Source: an optimization exercise on an open RTL-to-GDS flow (aim: small area, a short achievable clock period and few clock cycles per item). Production flows keep margins and buffers that such runs may drop.
No run shown here included a check of the RTL's function; only the layout flow was run.
Power and IR drop assume default switching activity.

==> design/flow/design.v <==
package mipsPkg;
    localparam int dataWidth    = 32;
    localparam int regAddrWidth = 5;
    localparam int opWidth      = 6;
    localparam int functWidth   = 6;
    localparam int immWidth     = 16;
    localparam int aluOpWidth   = 4;
    localparam logic [opWidth-1:0] opRtype  = 6'b000000;
    localparam logic [opWidth-1:0] opRegimm = 6'b000001;
    localparam logic [opWidth-1:0] opBeq    = 6'b000100;
    localparam logic [opWidth-1:0] opBne    = 6'b000101;
    localparam logic [opWidth-1:0] opBlez   = 6'b000110;
    localparam logic [opWidth-1:0] opBgtz   = 6'b000111;
    localparam logic [opWidth-1:0] opAddi   = 6'b001000;
    localparam logic [opWidth-1:0] opAddiu  = 6'b001001;
    localparam logic [opWidth-1:0] opSlti   = 6'b001010;
    localparam logic [opWidth-1:0] opSltiu  = 6'b001011;
    localparam logic [opWidth-1:0] opAndi   = 6'b001100;
    localparam logic [opWidth-1:0] opOri    = 6'b001101;
    localparam logic [opWidth-1:0] opXori   = 6'b001110;
    localparam logic [opWidth-1:0] opLui    = 6'b001111;
    localparam logic [functWidth-1:0] functSll  = 6'b000000;
    localparam logic [functWidth-1:0] functSrl  = 6'b000010;
    localparam logic [functWidth-1:0] functSra  = 6'b000011;
    localparam logic [functWidth-1:0] functSllv = 6'b000100;
    localparam logic [functWidth-1:0] functSrlv = 6'b000110;
    localparam logic [functWidth-1:0] functSrav = 6'b000111;
    localparam logic [functWidth-1:0] functAdd  = 6'b100000;
    localparam logic [functWidth-1:0] functAddu = 6'b100001;
    localparam logic [functWidth-1:0] functSub  = 6'b100010;
    localparam logic [functWidth-1:0] functSubu = 6'b100011;
    localparam logic [functWidth-1:0] functAnd  = 6'b100100;
    localparam logic [functWidth-1:0] functOr   = 6'b100101;
    localparam logic [functWidth-1:0] functXor  = 6'b100110;
    localparam logic [functWidth-1:0] functNor  = 6'b100111;
    localparam logic [functWidth-1:0] functSlt  = 6'b101010;
    localparam logic [functWidth-1:0] functSltu = 6'b101011;
    localparam logic [aluOpWidth-1:0] aluZero = 4'd0;    
    localparam logic [aluOpWidth-1:0] aluAdd  = 4'd1;
    localparam logic [aluOpWidth-1:0] aluSub  = 4'd2;
    localparam logic [aluOpWidth-1:0] aluSlt  = 4'd3;
    localparam logic [aluOpWidth-1:0] aluSltu = 4'd4;
    localparam logic [aluOpWidth-1:0] aluAnd  = 4'd5;
    localparam logic [aluOpWidth-1:0] aluOr   = 4'd6;
    localparam logic [aluOpWidth-1:0] aluXor  = 4'd7;
    localparam logic [aluOpWidth-1:0] aluNor  = 4'd8;
    localparam logic [aluOpWidth-1:0] aluSll  = 4'd9;
    localparam logic [aluOpWidth-1:0] aluSrl  = 4'd10;
    localparam logic [aluOpWidth-1:0] aluSra  = 4'd11;
endpackage
`timescale 1ns/1ps
module instrDecode (
    input  logic                             clk,
    input  logic                             rstN,
    input  logic                             inValid,
    output logic                             inReady,
    input  logic [31:0]                      instr,
    input  logic [31:0]                      rsValue,
    input  logic [31:0]                      rtValue,
    output logic                             downValid,
    input  logic                             downReady,
    output logic [mipsPkg::aluOpWidth-1:0]   downAluOp,
    output logic [31:0]                      downPropagate,
    output logic [31:0]                      downGenerate,
    output logic [4:0]                       downShiftAmt,
    output logic [4:0]                       downDest,
    output logic                             downTakenIfEq,
    output logic                             downTakenIfNe,
    output logic                             downTakenOther,
    output logic                             downIllegal
);
    logic [5:0]  op;
    logic [5:0]  fn;
    logic [4:0]  rtF;
    logic        isR;
    logic        isRegimm;
    logic [mipsPkg::aluOpWidth-1:0] aluOp;
    logic        branch;
    logic        illegal;
    logic        isLui;
    logic        useImm;
    logic        sub;
    logic [31:0] imm;
    logic [31:0] operandA;
    logic [31:0] operandB;
    logic [31:0] rtOrdered;
    logic        passB;
    logic [4:0]  shiftAmt;
    logic [4:0]  dest;
    logic        rsZero;
    logic        rsNeg;
    logic        takenIfEq;
    logic        takenIfNe;
    logic        takenOther;
    assign op  = instr[31:26];
    assign fn  = instr[5:0];
    assign rtF = instr[20:16];
    assign isR      = (op == mipsPkg::opRtype);
    assign isRegimm = (op == mipsPkg::opRegimm);
    always_comb begin
        aluOp   = mipsPkg::aluZero;
        branch  = 1'b0;
        illegal = 1'b0;
        if (isR) begin
            case (fn)
                mipsPkg::functAdd, mipsPkg::functAddu: aluOp = mipsPkg::aluAdd;
                mipsPkg::functSub, mipsPkg::functSubu: aluOp = mipsPkg::aluSub;
                mipsPkg::functAnd:  aluOp = mipsPkg::aluAnd;
                mipsPkg::functOr:   aluOp = mipsPkg::aluOr;
                mipsPkg::functXor:  aluOp = mipsPkg::aluXor;
                mipsPkg::functNor:  aluOp = mipsPkg::aluNor;
                mipsPkg::functSlt:  aluOp = mipsPkg::aluSlt;
                mipsPkg::functSltu: aluOp = mipsPkg::aluSltu;
                mipsPkg::functSll, mipsPkg::functSllv: aluOp = mipsPkg::aluSll;
                mipsPkg::functSrl, mipsPkg::functSrlv: aluOp = mipsPkg::aluSrl;
                mipsPkg::functSra, mipsPkg::functSrav: aluOp = mipsPkg::aluSra;
                default:            illegal = 1'b1;
            endcase
        end else begin
            case (op)
                mipsPkg::opAddi, mipsPkg::opAddiu: aluOp = mipsPkg::aluAdd;
                mipsPkg::opSlti:  aluOp = mipsPkg::aluSlt;
                mipsPkg::opSltiu: aluOp = mipsPkg::aluSltu;
                mipsPkg::opAndi:  aluOp = mipsPkg::aluAnd;
                mipsPkg::opOri:   aluOp = mipsPkg::aluOr;
                mipsPkg::opXori:  aluOp = mipsPkg::aluXor;
                mipsPkg::opLui:   aluOp = mipsPkg::aluSrl;
                mipsPkg::opBeq, mipsPkg::opBne,
                mipsPkg::opBlez, mipsPkg::opBgtz: branch = 1'b1;
                mipsPkg::opRegimm: begin
                    if (rtF[4:1] == 4'd0) begin
                        branch = 1'b1;
                    end else begin
                        illegal = 1'b1;
                    end
                end
                default: illegal = 1'b1;
            endcase
        end
    end
    assign dest = (illegal || branch) ? 5'd0 : (isR ? instr[15:11] : rtF);
    assign isLui  = (op == mipsPkg::opLui);
    assign useImm = op[3];
    assign sub    = op[3] ? (op[1] && !op[2]) : (fn[5] && fn[1] && !fn[2] && !op[2]);
    assign imm    = isLui ? {instr[15:0], 16'd0}
                          : {{16{instr[15] && !op[2]}}, instr[15:0]};
    always_comb begin
        for (int i = 0; i < 32; i++) begin
            rtOrdered[i] = (!fn[5] && !fn[1] && !op[2]) ? rtValue[31-i] : rtValue[i];
        end
    end
    assign operandB = (useImm ? imm : rtOrdered) ^ {32{sub}};
    assign passB    = op[3] ? (op[2:0] == 3'b111) : (!fn[5] && !op[2]);
    assign operandA = rsValue & {32{!passB}};
    assign shiftAmt = isLui ? 5'd0 : (fn[2] ? rsValue[4:0] : instr[10:6]);
    assign rsZero = (rsValue == 32'd0);
    assign rsNeg  = rsValue[31];
    always_comb begin
        takenIfEq  = 1'b0;
        takenIfNe  = 1'b0;
        takenOther = 1'b0;
        if (branch) begin
            if (isRegimm) begin
                takenOther = rtF[0] ? !rsNeg : rsNeg;
            end else begin
                case (op[1:0])
                    2'b00: takenIfEq  = 1'b1;
                    2'b01: takenIfNe  = 1'b1;
                    2'b10: takenOther = rsNeg || rsZero;
                    2'b11: takenOther = !rsNeg && !rsZero;
                endcase
            end
        end
    end
    assign inReady = !downValid || downReady;
    always_ff @(posedge clk or negedge rstN) begin
        if (!rstN) begin
            downValid <= 1'b0;
        end else if (inReady) begin
            downValid <= inValid;
        end
    end
    always_ff @(posedge clk) begin
        if (inValid && inReady) begin
            downAluOp       <= aluOp;
            downPropagate   <= operandA ^ operandB;
            downGenerate    <= operandA & operandB;
            downShiftAmt    <= shiftAmt;
            downDest        <= dest;
            downTakenIfEq   <= takenIfEq;
            downTakenIfNe   <= takenIfNe;
            downTakenOther  <= takenOther;
            downIllegal     <= illegal;
        end
    end
endmodule
`timescale 1ns/1ps
module aluExecute (
    input  logic [mipsPkg::aluOpWidth-1:0] aluOp,
    input  logic [31:0]                    propagate,
    input  logic [31:0]                    generate_,
    input  logic [4:0]                     shiftAmt,
    input  logic                           takenIfEq,
    input  logic                           takenIfNe,
    input  logic                           takenOther,
    output logic [31:0]                    data,
    output logic                           taken
);
    logic        selSum, selSlt, selSltu, selAnd, selOr, selXor, selNor;
    logic        selSll, selSrl, selSra;
    logic        cin;
    logic [31:0] p;
    logic [31:0] g;
    logic [31:0] pp;
    logic [31:0] gg;
    logic [31:0] carry;
    logic [31:0] sumCarry;
    logic [31:0] sum;
    logic        cout;
    logic        lessThan;
    logic [31:0] orv;
    logic [31:0] early;
    logic [31:0] shIn;
    logic [31:0] shOut;
    logic        fill;
    assign selSum  = (aluOp == mipsPkg::aluAdd) || (aluOp == mipsPkg::aluSub);
    assign selSlt  = (aluOp == mipsPkg::aluSlt);
    assign selSltu = (aluOp == mipsPkg::aluSltu);
    assign selAnd  = (aluOp == mipsPkg::aluAnd);
    assign selOr   = (aluOp == mipsPkg::aluOr);
    assign selXor  = (aluOp == mipsPkg::aluXor);
    assign selNor  = (aluOp == mipsPkg::aluNor);
    assign selSll  = (aluOp == mipsPkg::aluSll);
    assign selSrl  = (aluOp == mipsPkg::aluSrl);
    assign selSra  = (aluOp == mipsPkg::aluSra);
    assign cin     = (aluOp == mipsPkg::aluSub) || selSlt || selSltu;
    assign p = propagate;
    assign g = generate_;
    always_comb begin
        gg = g;
        pp = p;
        for (int l = 0; l < 5; l++) begin
            for (int j = 0; j < 32; j++) begin
                if (j[l]) begin
                    gg[j] = gg[j] | (pp[j] & gg[((j >> l) << l) - 1]);
                    pp[j] = pp[j] & pp[((j >> l) << l) - 1];
                end
            end
        end
    end
    assign carry = {gg[30:0] | (pp[30:0] & {31{cin}}), cin};
    assign sumCarry = {(gg[30:0] & {31{selSum}}) | (pp[30:0] & {31{cin & selSum}}),
                       cin & selSum};
    assign sum   = p ^ carry;
    assign cout  = gg[31] | (pp[31] & cin);
    assign lessThan = selSltu ? !cout : (p[31] ? sum[31] : g[31]);
    assign shIn  = p;
    assign fill  = selSra & p[31];
    always_comb begin
        logic [31:0] x;
        x = shIn;
        for (int l = 0; l < 5; l++) begin
            for (int i = 0; i < 32; i++) begin
                if (shiftAmt[l]) begin
                    x[i] = (i + (1 << l) < 32) ? x[i + (1 << l)] : fill;
                end
            end
        end
        shOut = x;
    end
    assign orv = p | g;
    always_comb begin
        for (int i = 0; i < 32; i++) begin
            early[i] = (selSum & p[i])
                     | (selAnd & g[i])
                     | (selOr  & orv[i])
                     | (selXor & p[i])
                     | (selNor & !orv[i])
                     | ((selSrl | selSra) & shOut[i])
                     | (selSll & shOut[31-i]);
        end
        data    = early ^ sumCarry;
        data[0] = data[0] | ((selSlt | selSltu) & lessThan);
    end
    assign taken = takenOther || (takenIfEq && (p == 32'd0)) || (takenIfNe && (p != 32'd0));
endmodule
`timescale 1ns/1ps
module resultStage (
    input  logic        clk,
    input  logic        rstN,
    input  logic        upValid,
    output logic        upReady,
    input  logic [31:0] upData,
    input  logic [4:0]  upDest,
    input  logic        upBranchTaken,
    input  logic        upIllegal,
    output logic        outValid,
    input  logic        outReady,
    output logic [31:0] outData,
    output logic [4:0]  outDest,
    output logic        outWriteEn,
    output logic        outBranchTaken,
    output logic        outIllegal
);
    logic load;
    assign upReady = !outValid || outReady;
    assign load    = upValid && upReady;
    always_ff @(posedge clk or negedge rstN) begin
        if (!rstN) begin
            outValid <= 1'b0;
        end else if (upReady) begin
            outValid <= upValid;
        end
    end
    always_ff @(posedge clk) begin
        if (load) begin
            outData        <= upData;
            outDest        <= upDest;
            outBranchTaken <= upBranchTaken;
            outIllegal     <= upIllegal;
        end
    end
    assign outWriteEn = (outDest != 5'd0);
endmodule
`timescale 1ns/1ps
module mipsExecUnit (
    input  logic                                clk,
    input  logic                                rstN,
    input  logic                                inValid,
    output logic                                inReady,
    input  logic [mipsPkg::dataWidth-1:0]       instr,
    input  logic [mipsPkg::dataWidth-1:0]       rsValue,
    input  logic [mipsPkg::dataWidth-1:0]       rtValue,
    output logic                                outValid,
    input  logic                                outReady,
    output logic [mipsPkg::dataWidth-1:0]       outData,
    output logic [mipsPkg::regAddrWidth-1:0]    outDest,
    output logic                                outWriteEn,
    output logic                                outBranchTaken,
    output logic                                outIllegal
);
    logic                               decValid;
    logic                               decReady;
    logic [mipsPkg::aluOpWidth-1:0]     decAluOp;
    logic [31:0]                        decPropagate;
    logic [31:0]                        decGenerate;
    logic [4:0]                         decShiftAmt;
    logic [4:0]                         decDest;
    logic                               decTakenIfEq;
    logic                               decTakenIfNe;
    logic                               decTakenOther;
    logic                               exeTaken;
    logic                               decIllegal;
    logic [31:0]                        exeData;
    instrDecode uDecode (
        .clk             (clk),
        .rstN            (rstN),
        .inValid         (inValid),
        .inReady         (inReady),
        .instr           (instr),
        .rsValue         (rsValue),
        .rtValue         (rtValue),
        .downValid       (decValid),
        .downReady       (decReady),
        .downAluOp       (decAluOp),
        .downPropagate   (decPropagate),
        .downGenerate    (decGenerate),
        .downShiftAmt    (decShiftAmt),
        .downDest        (decDest),
        .downTakenIfEq   (decTakenIfEq),
        .downTakenIfNe   (decTakenIfNe),
        .downTakenOther  (decTakenOther),
        .downIllegal     (decIllegal)
    );
    aluExecute uExecute (
        .aluOp    (decAluOp),
        .propagate(decPropagate),
        .generate_(decGenerate),
        .shiftAmt (decShiftAmt),
        .takenIfEq (decTakenIfEq),
        .takenIfNe (decTakenIfNe),
        .takenOther(decTakenOther),
        .data     (exeData),
        .taken    (exeTaken)
    );
    resultStage uResult (
        .clk            (clk),
        .rstN           (rstN),
        .upValid        (decValid),
        .upReady        (decReady),
        .upData         (exeData),
        .upDest         (decDest),
        .upBranchTaken  (exeTaken),
        .upIllegal      (decIllegal),
        .outValid       (outValid),
        .outReady       (outReady),
        .outData        (outData),
        .outDest        (outDest),
        .outWriteEn     (outWriteEn),
        .outBranchTaken (outBranchTaken),
        .outIllegal     (outIllegal)
    );
endmodule
==> design/flow/flow/run.sh <==
#!/bin/bash
# Layout flow: the standard ORFS flow with two changes.
#  - Synthesis is the standard one except for the ABC script that maps the
#    combinational logic (flow/abc.script, delay-targeted &nf mapping).
#    Registers are mapped before ABC runs, so they are the standard ones.
#  - Port buffers are buf_2 cells instead of the delay cell buffer_ports picks.
set -euo pipefail
here=$(pwd)
flowdir=$(cd "$(dirname "${BASH_SOURCE[0]}")" && pwd)

# synth.tcl with the ABC script swapped
sed "s#  log_cmd abc {\*}\$abc_args#  set abc_args [lreplace \$abc_args 0 1 -script $flowdir/abc.script]\n  log_cmd abc {*}\$abc_args#" \
    "$FLOW_HOME/scripts/synth.tcl" > "$here/synth_custom_abc.tcl"
grep -q "abc.script" "$here/synth_custom_abc.tcl"
sed "s#source \$::env(SCRIPTS_DIR)/synth.tcl#source $here/synth_custom_abc.tcl#" \
    "$here/synth_recipe.tcl" > "$here/synth_recipe_custom.tcl"
grep -q "synth_custom_abc.tcl" "$here/synth_recipe_custom.tcl"
sed "s#SYNTH_SCRIPT=[^ ]*synth_recipe.tcl#SYNTH_SCRIPT=$here/synth_recipe_custom.tcl#" \
    "$here/standard.sh" > "$here/standard_custom.sh"
grep -q "synth_recipe_custom.tcl" "$here/standard_custom.sh"

bash "$here/standard_custom.sh" \
    BUFFER_PORTS_ARGS="-buffer_cell sky130_fd_sc_hd__buf_2" finish > "$here/flow_make.log" 2>&1
==> design/flow/flow/abc.script <==

&get -n
&st
&dch
&nf -D 2000
&put
topo
buffer -p
upsize -D 2000
dnsize -D 2000
==> design/flow/standard.sh <==
#!/bin/bash
# synth_recipe.tcl (not shown) runs the flow's synth.tcl, then flattens the netlist and writes it again
# the make line also repeats each setting of config.mk as NAME=value (left out here)
make -C /OpenROAD-flow-scripts/flow DESIGN_CONFIG=/design/flow/config.mk WORK_HOME=/design/flow/orfs CLKGATE_MAP_FILE= SYNTH_SCRIPT=/design/flow/synth_recipe.tcl "${@:-finish}"
==> design/flow/config.mk <==
export PLATFORM = sky130hd
export DESIGN_NAME = mipsExecUnit
export DESIGN_NICKNAME = mipsExecUnit
export VERILOG_FILES = /design/flow/design.v
export SDC_FILE = /design/flow/constraint.sdc
export NUM_CORES = 4
export LEC_CHECK = 0
export CAP_MARGIN = 20
export CORE_MARGIN = 2
export CORE_UTILIZATION = 40
export CTS_BUF_LIST = sky130_fd_sc_hd__clkbuf_8
export CTS_CLUSTER_DIAMETER = 100
export CTS_CLUSTER_SIZE = 30
export GPL_TIMING_DRIVEN = 1
export SETUP_SLACK_MARGIN = 2.0
export SLEW_MARGIN = 20
==> design/flow/constraint.sdc <==
create_clock -name core_clock -period 5.0 [get_ports {clk}]
set_input_delay 1.0000 -clock core_clock [delete_from_list [all_inputs] [get_ports {clk}]]
set_output_delay 1.0000 -clock core_clock [all_outputs]
set_load 0.01 [all_outputs]
==> results of run 1 <==
[cells by family (layout without fill, tap and decap cells)]
logic type	Yosys count	in the layout	synth area share, %
xor+xnor	62	62	5.41
compound gates	324	324	21.0
flops	123	123	36.7
buf+inv	112	229	4.49
fa+ha+maj	36	36	4.49
simple gates	409	409	18.8
mux	53	53	9.11
[registers in the layout (all words and copies together), names as in the netlist, 4 cells and up]
name	cells
uDecode.downGenerate	32
uDecode.downPropagate	32
uDecode.downShiftAmt	5
uResult.outDest	5
uDecode.downAluOp	4
uDecode.downDest	5
uResult.outData	32
[metal layers]
metal	vias to the layer above	global-route usage (%)	wire length [um]
met5	-	0	0
met4	0	13.0	1710
met3	99	4.94	2950
met2	533	40.3	15700
met1	4420	34.9	14200
li1	4398	-	-
[per-stage QoR]
| step | utilization (%) | hold slack [ns] | setup slack, ns | instance area [um2] |
|---|---|---|---|---|
| finish | 47.4 | 0.318 | 1.97 | 11600 |
| global route | 47.4 | 0.295 | 1.92 | 11600 |
| floorplan | - | 0.400 | 2.02 | 10000 |
| CTS | 46.6 | 0.288 | 1.92 | 11400 |
| global placement | 44.5 | 0.406 | 1.45 | 10900 |
| detailed placement | 44.5 | 0.405 | 1.40 | 10900 |
[worst max-delay path, cell delays in order (launching register included)]
cell      delay (ns)
edfxtp_1        0.56
buf_4           0.22
mux4_2          0.47
mux2_2          0.29
mux2_2          0.28
mux2i_1         0.21
nor2_1          0.08
o41ai_2         0.44
nand3_1         0.18
[where the power goes]
group	switching [uW]	leakage [uW]	total (uW)	internal [uW]
Clock	478	0.000194	889	411
Combinational	598	0.00303	1030	436
Sequential	152	0.00120	1450	1300
[cell usage in the layout (no fill, tap or decap), types with 6 or more instances in the layout]
cell type	count
ha_1	36
buf_2	136
a22oi_1	11
nor2b_1	11
a21oi_1	87
nand2b_1	12
edfxtp_1	121
xor2_1	31
and2_1	38
o21ai_1	21
a211oi_1	19
clkbuf_8	17
nand3_1	10
mux2i_1	14
nand2_1	61
mux2_2	7
nor4_1	21
mux4_2	30
inv_1	16
o31ai_1	6
a221oi_1	16
xnor2_1	30
nor3_1	36
o211ai_1	9
o21ai_0	52
a31oi_1	20
o32ai_1	14
buf_4	40
nor2_1	189
o21a_1	13
a21o_1	9
nand4_1	8
[timing repair]
item                                   CTS  global route
pin swaps                                1             2
cloned                                   1             0
endpoints found under the hold margin    0             0
setup buffers                            5            20
resized for setup                        8            21
setup endpoints to repair               39            41
[area by class of cell]
cell class | count | area, um2 | share of cell area [%]
Multi-Input combinational cell | 884 | 6010 | 51.9
Clock inverter | 15 | 154 | 1.33
Inverter | 17 | 67.6 | 0.583
Clock buffer | 17 | 234 | 2.02
Timing Repair inverter | 1 | 7.51 | 0.0647
Timing Repair Buffer | 179 | 1030 | 8.90
Tap cell | 324 | 405 | 3.50
Sequential cell | 123 | 3680 | 31.8
[final timing paths]
path	endpoint	slack (ns)	cells after the start
max	uResult.outData[0]$_DFFE_PP_	1.97	8
min	uResult.outValid$_DFFE_PN0P_	0.32	1
max reg2reg	uResult.outData[0]$_DFFE_PP_	1.97	8
min reg2reg	uResult.outDest[3]$_DFFE_PP_	0.43	0
max in group asynchronous	uDecode.downValid$_DFFE_PN0N_	4.59	1
min in group core_clock	uResult.outDest[3]$_DFFE_PP_	0.43	0
==> summary.md, run 1 <==
| Metric | Value |
|---|---|
| I/O Pins | `between 100 and 150` |
| Synth Net Count | `1255` |
| Status | `complete, no violations` |
| Worst Setup End Kind | `register` |
| IO Port Bufs | `136` |
| Share of layout cells above drive strength 1 | `22.7%` |
| Vias in the first global route | `8748` |
| Cell Pwr Density | `291 nW/um2` |
| Routed len/inst | `22.1 um` |
| Filler Cell Count | `2387` |
| Final setup vio count | `0` |
| Post-synth top area cell | `edfxtp_1` |
| Synth Register Bits | `123` |
| Rows | `57` |
| Clk slew on worst S/H paths | `0.09 ns` |
| Critical path type | `register to register` |
| Final hold violations | `0` |
| Synthesized cell area | `10000 um2` |
| Fmax | `0.330 GHz` |
| Ant. Diodes | `0` |
| Chip width | `162 um` |
| Initial antenna violation count | `0` |
| Fraction of registers with async set/reset | `about 1.6%` |
| Clock sink count | `123` |
| Gr ovfl total | `0` |
| Slew @ Worst Pin | `1.03 ns` |
| CTS tree | `done` |
| Max-slew headroom at the worst pin | `31.3%` |
| Post-DP HPWL | `26.1 mm` |
| Hold-fix buffers, CTS | `0` |
| Via Count | `between 9000 and 10000` |
| Tcrit/Tclk final | `60.6%` |
| WP data arrival | `3.19 ns` |
| Remaining DRCs | `0` |
| Largest net degree at the start of global routing | `slightly above 80` |
| Iteration count of the initial detailed-routing pass | `5` |
| CTS Buffer Depth | `2` |
| Yosys warns | `3` |
| Post-synth EDFFs | `approximately 120` |
| VDD IR max | `approximately 0.00014 V` |
| First-pass GRT wire length | `around 52 mm` |
| Total CTS buffers | `17` |
| Final WL | `34.5 mm` |
| Max-cap violations | `0` |
| Crit path launch type | `register` |
| LEAKAGE | `0.00443 uW` |
| Area share of the largest cell type after synthesis | `36.2%` |
| Initial core utilization | `41.0%` |
| Synth top area cells | `edfxtp_1 (36%), nor2_1 (7.1%), mux4_2 (6.7%)` |
| Root Buffer | `clkbuf_8` |
| Final layout net count | `about 1400` |
| Clock insertion delay at the later pin of the skew report | `0.45 ns` |
| R2r startpoint | `uDecode.downPropagate[24]$_DFFE_PP_` |
| RSZ-0062 raised after global routing | `true` |
| Placer Congestion | `around 1.0` |
| Seq/Total Area, Yosys | `36.7%` |
| Top-count cell post-synth | `nor2_1` |
| Area growth syn-to-layout | `15.5%` |
| Cells after synthesis | `around 1100` |
| Main synth FF type | `edfxtp_1` |
| Core area | `24500 um2` |
| Post-route minimum period | `3.03 ns` |
| Unique masters post-synth | `65` |
| Final Power | `3370 uW` |
| Post-route insts no fill | `~1600` |
| Critical Path Fanout Max | `8` |
| Drt first-iter violations | `967` |
| Hold Path Class | `input pin to async pin` |
| CP Data Required Time | `roughly 5.2 ns` |
| Die area | `~26000 um2` |
| Clk_skew | `0.0185 ns` |
| Final Max Slew Viols | `0` |
| Die Y | `162 um` |
| Syn Area/Cell | `between 8 and 9 um2` |
| Placed cell count | `1502` |
| Final ANT Viol Nets | `0` |
| Crit path launch | `uDecode.downPropagate[24]$_DFFE_PP_` |
| Total track usage | `26.0%` |
| H-Tree Depth | `4` |
| Via density | `6.06` |
| Most frequent cells after synthesis | `nor2_1 (190), edfxtp_1 (121), a21oi_1 (89)` |
| Sum Neg Setup Slack | `0 ns` |
==> run 2, diff against run 1 <==
--- a/design/flow/design.v
+++ b/design/flow/design.v
@@ -215,5 +215,4 @@
     logic [31:0] gg;
     logic [31:0] carry;
-    logic [31:0] sumCarry;
     logic [31:0] sum;
     logic        cout;
@@ -250,6 +249,4 @@
     end
     assign carry = {gg[30:0] | (pp[30:0] & {31{cin}}), cin};
-    assign sumCarry = {(gg[30:0] & {31{selSum}}) | (pp[30:0] & {31{cin & selSum}}),
-                       cin & selSum};
     assign sum   = p ^ carry;
     assign cout  = gg[31] | (pp[31] & cin);
@@ -280,5 +277,5 @@
                      | (selSll & shOut[31-i]);
         end
-        data    = early ^ sumCarry;
+        data    = early ^ (carry & {32{selSum}});
         data[0] = data[0] | ((selSlt | selSltu) & lessThan);
     end
--- a/design/flow/flow/run.sh
+++ b/design/flow/flow/run.sh
@@ -5,4 +5,5 @@
 #    Registers are mapped before ABC runs, so they are the standard ones.
 #  - Port buffers are buf_2 cells instead of the delay cell buffer_ports picks.
+#  - Clock tree synthesis adds no dummy loads to the clock tree.
 set -euo pipefail
 here=$(pwd)
@@ -21,3 +22,5 @@
 
 bash "$here/standard_custom.sh" \
-    BUFFER_PORTS_ARGS="-buffer_cell sky130_fd_sc_hd__buf_2" finish > "$here/flow_make.log" 2>&1
+    BUFFER_PORTS_ARGS="-buffer_cell sky130_fd_sc_hd__buf_1" \
+    CTS_ARGS="-sink_clustering_enable -repair_clock_nets -buf_list sky130_fd_sc_hd__clkbuf_8 -dont_use_dummy_load" \
+    finish > "$here/flow_make.log" 2>&1
==> design/flow/flow/abc.script (replaced) <==

&get -n
&st
&dch
&nf -D 3000
&put
topo
buffer -p
upsize -D 3000
dnsize -D 3000
--- a/design/flow/config.mk
+++ b/design/flow/config.mk
@@ -13,4 +13,4 @@
 export CTS_CLUSTER_SIZE = 30
 export GPL_TIMING_DRIVEN = 1
-export SETUP_SLACK_MARGIN = 2.0
+export SETUP_SLACK_MARGIN = 2.2
 export SLEW_MARGIN = 20
==> run 2 against run 1 <==
Effect of this change: clock power fell by 28%; still clean; register-to-register slack improved by 0.12 ns; clock-buffer cell count unchanged; highest routed layer unchanged; routed wire length increased by 4.7%.
==> summary.md, run 2 <==
| Metric | Value |
|---|---|
| Status | `complete, no violations` |
| Share of layout cells above drive strength 1 | `18.5%` |
| Critical path type | `register to register` |
| Most frequent cells after synthesis | `nor2_1 (189), edfxtp_1 (121), clkbuf_1 (86)` |
| Final setup margin | `2.09 ns` |
| Final layout net count | `1408` |
| Vias in the first global route | `~8600` |
| Rows | `57` |
| WP data arrival | `3.09 ns` |
| Iteration count of the initial detailed-routing pass | `6` |
| H-Tree Depth | `4` |
| Design Area, Final | `between 10000 and 15000 um2` |
| Pre-CTS setup slack | `1.36 ns` |
| CTS Buffer Depth | `2` |
| Placed Area | `10700 um2` |
| Ant. Diodes | `0` |
| Total CTS buffers | `17` |
| Hold Path Class | `input pin to async pin` |
| Regs by FF count | `uDecode.downGenerate x32, uDecode.downPropagate x32, uResult.outData x32` |
| Post-synth top area cell | `edfxtp_1` |
| Clock sink count | `about 120` |
| Remaining DRCs | `0` |
| CTS tree | `done` |
| Root Buffer | `clkbuf_8` |
| Synthesized cell area | `10000 um2` |
| Critical Path Fanout Max | `7` |
| Synth top area cells | `edfxtp_1 (36%), nor2_1 (7.1%), mux4_2 (5.8%)` |
| I/O Pins | `142` |
| Routed len/inst | `22.7 um` |
| Largest net degree at the start of global routing | `83` |
| Area share of the largest cell type after synthesis | `around 36%` |
| Synth Register Bits | `123` |
| Post-synth EDFFs | `121` |
| Seq/Total Area, Yosys | `36.8%` |
| Final WL | `36.1 mm` |
| Most frequent cells in the layout | `nor2_1 (186), buf_1 (132), edfxtp_1 (121), buf_4 (81), a21oi_1 (64)` |
| RSZ-0062 raised after global routing | `true` |
| Sum Neg Setup Slack | `0 ns` |
| First-pass GRT wire length | `52.6 mm` |
| Clk_skew | `slightly below 0.05 ns` |
| Crit path launch type | `register` |
| Total track usage | `about a quarter` |
| Max-cap violations | `0` |
| Via density | `6.18` |
| Main synth FF type | `edfxtp_1` |
| Die area | `26300 um2` |
| Cell Pwr Density | `approximately 270 nW/um2` |
| Commonest non-fill, non-tap cell in the layout | `nor2_1` |
| Syn Area/Cell | `between 8 and 9 um2` |
| Post-route minimum period | `2.91 ns` |
| Chip width | `around 160 um` |
| Unique masters post-synth | `56` |
| Initial core utilization | `slightly above 40%` |
| LEAKAGE | `0.00440 uW` |
| Final hold violations | `0` |
| Cells after synthesis | `roughly 1100` |
| VDD IR max | `0.000162 V` |
| Drt first-iter violations | `1053` |
| IO Port Bufs | `136` |
| Gr ovfl total | `0` |
| Post-DP HPWL | `26.2 mm` |
| Clock insertion delay at the later pin of the skew report | `0.46 ns` |
| Placer Congestion | `~1.0` |
| Synth Net Count | `1252` |
| Via Count | `9856` |
| Yosys warns | `3` |
| Top-count cell post-synth | `nor2_1` |
| Max-slew headroom at the worst pin | `22.3%` |
| Final setup vio count | `0` |
| Core area | `24500 um2` |
| Final ANT Viol Nets | `0` |
| Fmax | `~0.34 GHz` |
| Tcrit/Tclk final | `58.2%` |
| Worst Setup End Kind | `register` |
| Final Max Slew Viols | `0` |
| Die Y | `162 um` |
| CP Data Required Time | `~5.2 ns` |
| Initial antenna violation count | `0` |
| Fraction of registers with async set/reset | `roughly 1.6%` |
| Slew @ Worst Pin | `~1.2 ns` |
| Area growth syn-to-layout | `20.5%` |
| Clk slew on worst S/H paths | `0.10 ns` |
-- run 2: changes by cell type in the layout (fill, tap and decap cells not counted), sizes merged, moves of 5 or more --
cell    previous run  this run
a21oi             89        72
o21ai             73        61
inv               24        19
a211oi            19        14
a31oi             20        26
o211ai             9        16
nand4              8        14
nand3             10        15
buf              179       228
a211o              1         7
mux2               7        17
-- run 2: cells by family after synthesis --
family                   after synthesis  synth area share, %
flip-flops                           123                 36.8
buffers and inverters                115                 4.31
adder cells (fa/ha/maj)               36                 4.50
AND/OR/NAND/NOR                      408                 18.8
multiplexers                          60                 9.46
AO/OA/AOI/OAI                        310                 20.6
XOR/XNOR                              64                 5.60
-- run 2: area by class of cell --
| class | count | area [um2] |
|---|---|---|
| Fill cell | 2306 | 12400 |
| Multi-Input combinational cell | 878 | 6290 |
| Sequential cell | 123 | 3680 |
| Timing Repair Buffer | 232 | 1370 |
| Tap cell | 324 | 405 |
| Clock buffer | 17 | 234 |
| Inverter | 20 | 81.3 |
-- run 2: final timing paths --
check                                                 startpoint                             to  slack, ns  depth (start not counted)
min                                                         rstN   uResult.outValid$_DFFE_PN0P_       0.30                          1
max in group asynchronous                                   rstN  uDecode.downValid$_DFFE_PN0N_       4.57                          1
min in group core_clock        uDecode.downDest[3]$_SDFFCE_PP0P_   uResult.outDest[3]$_DFFE_PP_       0.42                          0
min reg2reg                    uDecode.downDest[3]$_SDFFCE_PP0P_   uResult.outDest[3]$_DFFE_PP_       0.42                          0
max                        uDecode.downShiftAmt[0]$_SDFFCE_PP0P_  uResult.outData[28]$_DFFE_PP_       2.09                         10
max reg2reg                uDecode.downShiftAmt[0]$_SDFFCE_PP0P_  uResult.outData[28]$_DFFE_PP_       2.09                         10
-- run 2: what timing repair did --
action                                  CTS  global route
pin swaps                                 8            20
endpoints found under the setup margin   93            63
cloned                                    0             2
resized for setup                        54            59
buffers inserted                         42            35
hold buffers                              0             0
-- run 2: stage by stage --
stage / instances / total power (uW) / hold slack, ns / util, %
floorplan: 1116 / 2060 / 0.400 / -
CTS: 1557 / 3140 / 0.267 / 47.0
global placement: 1498 / 2400 / 0.406 / 43.9
finish: 1594 / 3240 / 0.303 / 49.3
detailed placement: 1498 / 2410 / 0.406 / 43.9
global route: 1594 / 3380 / 0.281 / 49.3
-- run 2: power by group --
| part | internal, uW | total (uW) | switching (uW) |
|---|---|---|---|
| combinational | 495 | 1180 | 688 |
| clock | 298 | 636 | 338 |
| sequential | 1300 | 1420 | 128 |
-- run 2: worst max-delay path, stage by stage, from the launching register on --
cell and delay, ns:
edfxtp_1 0.48, buf_12 0.19, buf_6 0.12, mux2_4 0.29, mux2_4 0.27, mux4_2 0.52
nand2_2 0.11, o31ai_4 0.07, a221o_1 0.36, a21oi_2 0.15, xnor2_2 0.10
-- run 2: metal layers --
metal  share of wire (%)  wire, um  track usage, %  up-vias
met5                   0         0               0        -
met4                 4.8      1720            9.94        0
met3                 9.7      3490            4.16      107
met2                  43     15600            40.8      664
met1                  42     15300            37.8     4592
li1                    -         -               -     4493

re-timing with driven ports:
The results above use ideal ports. As a check the final layouts listed here were re-extracted and re-timed, cells and wires unchanged.
Step 1 sets driving cells, clkbuf_16 on the clock port and buf_2 on the other inputs (assumed; they add their load-dependent delay and slew).
Step 2 also shifts input and output timing later by t, the mid clock arrival at the registers, as if the neighbouring blocks saw the same clock.
a / b / c = ideal / step 1 / step 2; a / b = the first two.
run	t, ns	setup WS [ns]	clock arrival spread, ns
run 1	0.479	1.971 / 1.971 / 1.627	0.021 / 0.021
run 2	0.476	2.088 / 2.088 / 1.805	0.048 / 0.048
After both steps every run listed still meets setup and hold. For run 1, which loses most, drivers alone change the setup slack by 0.000 ns; drivers and shift together by -0.344 ns.
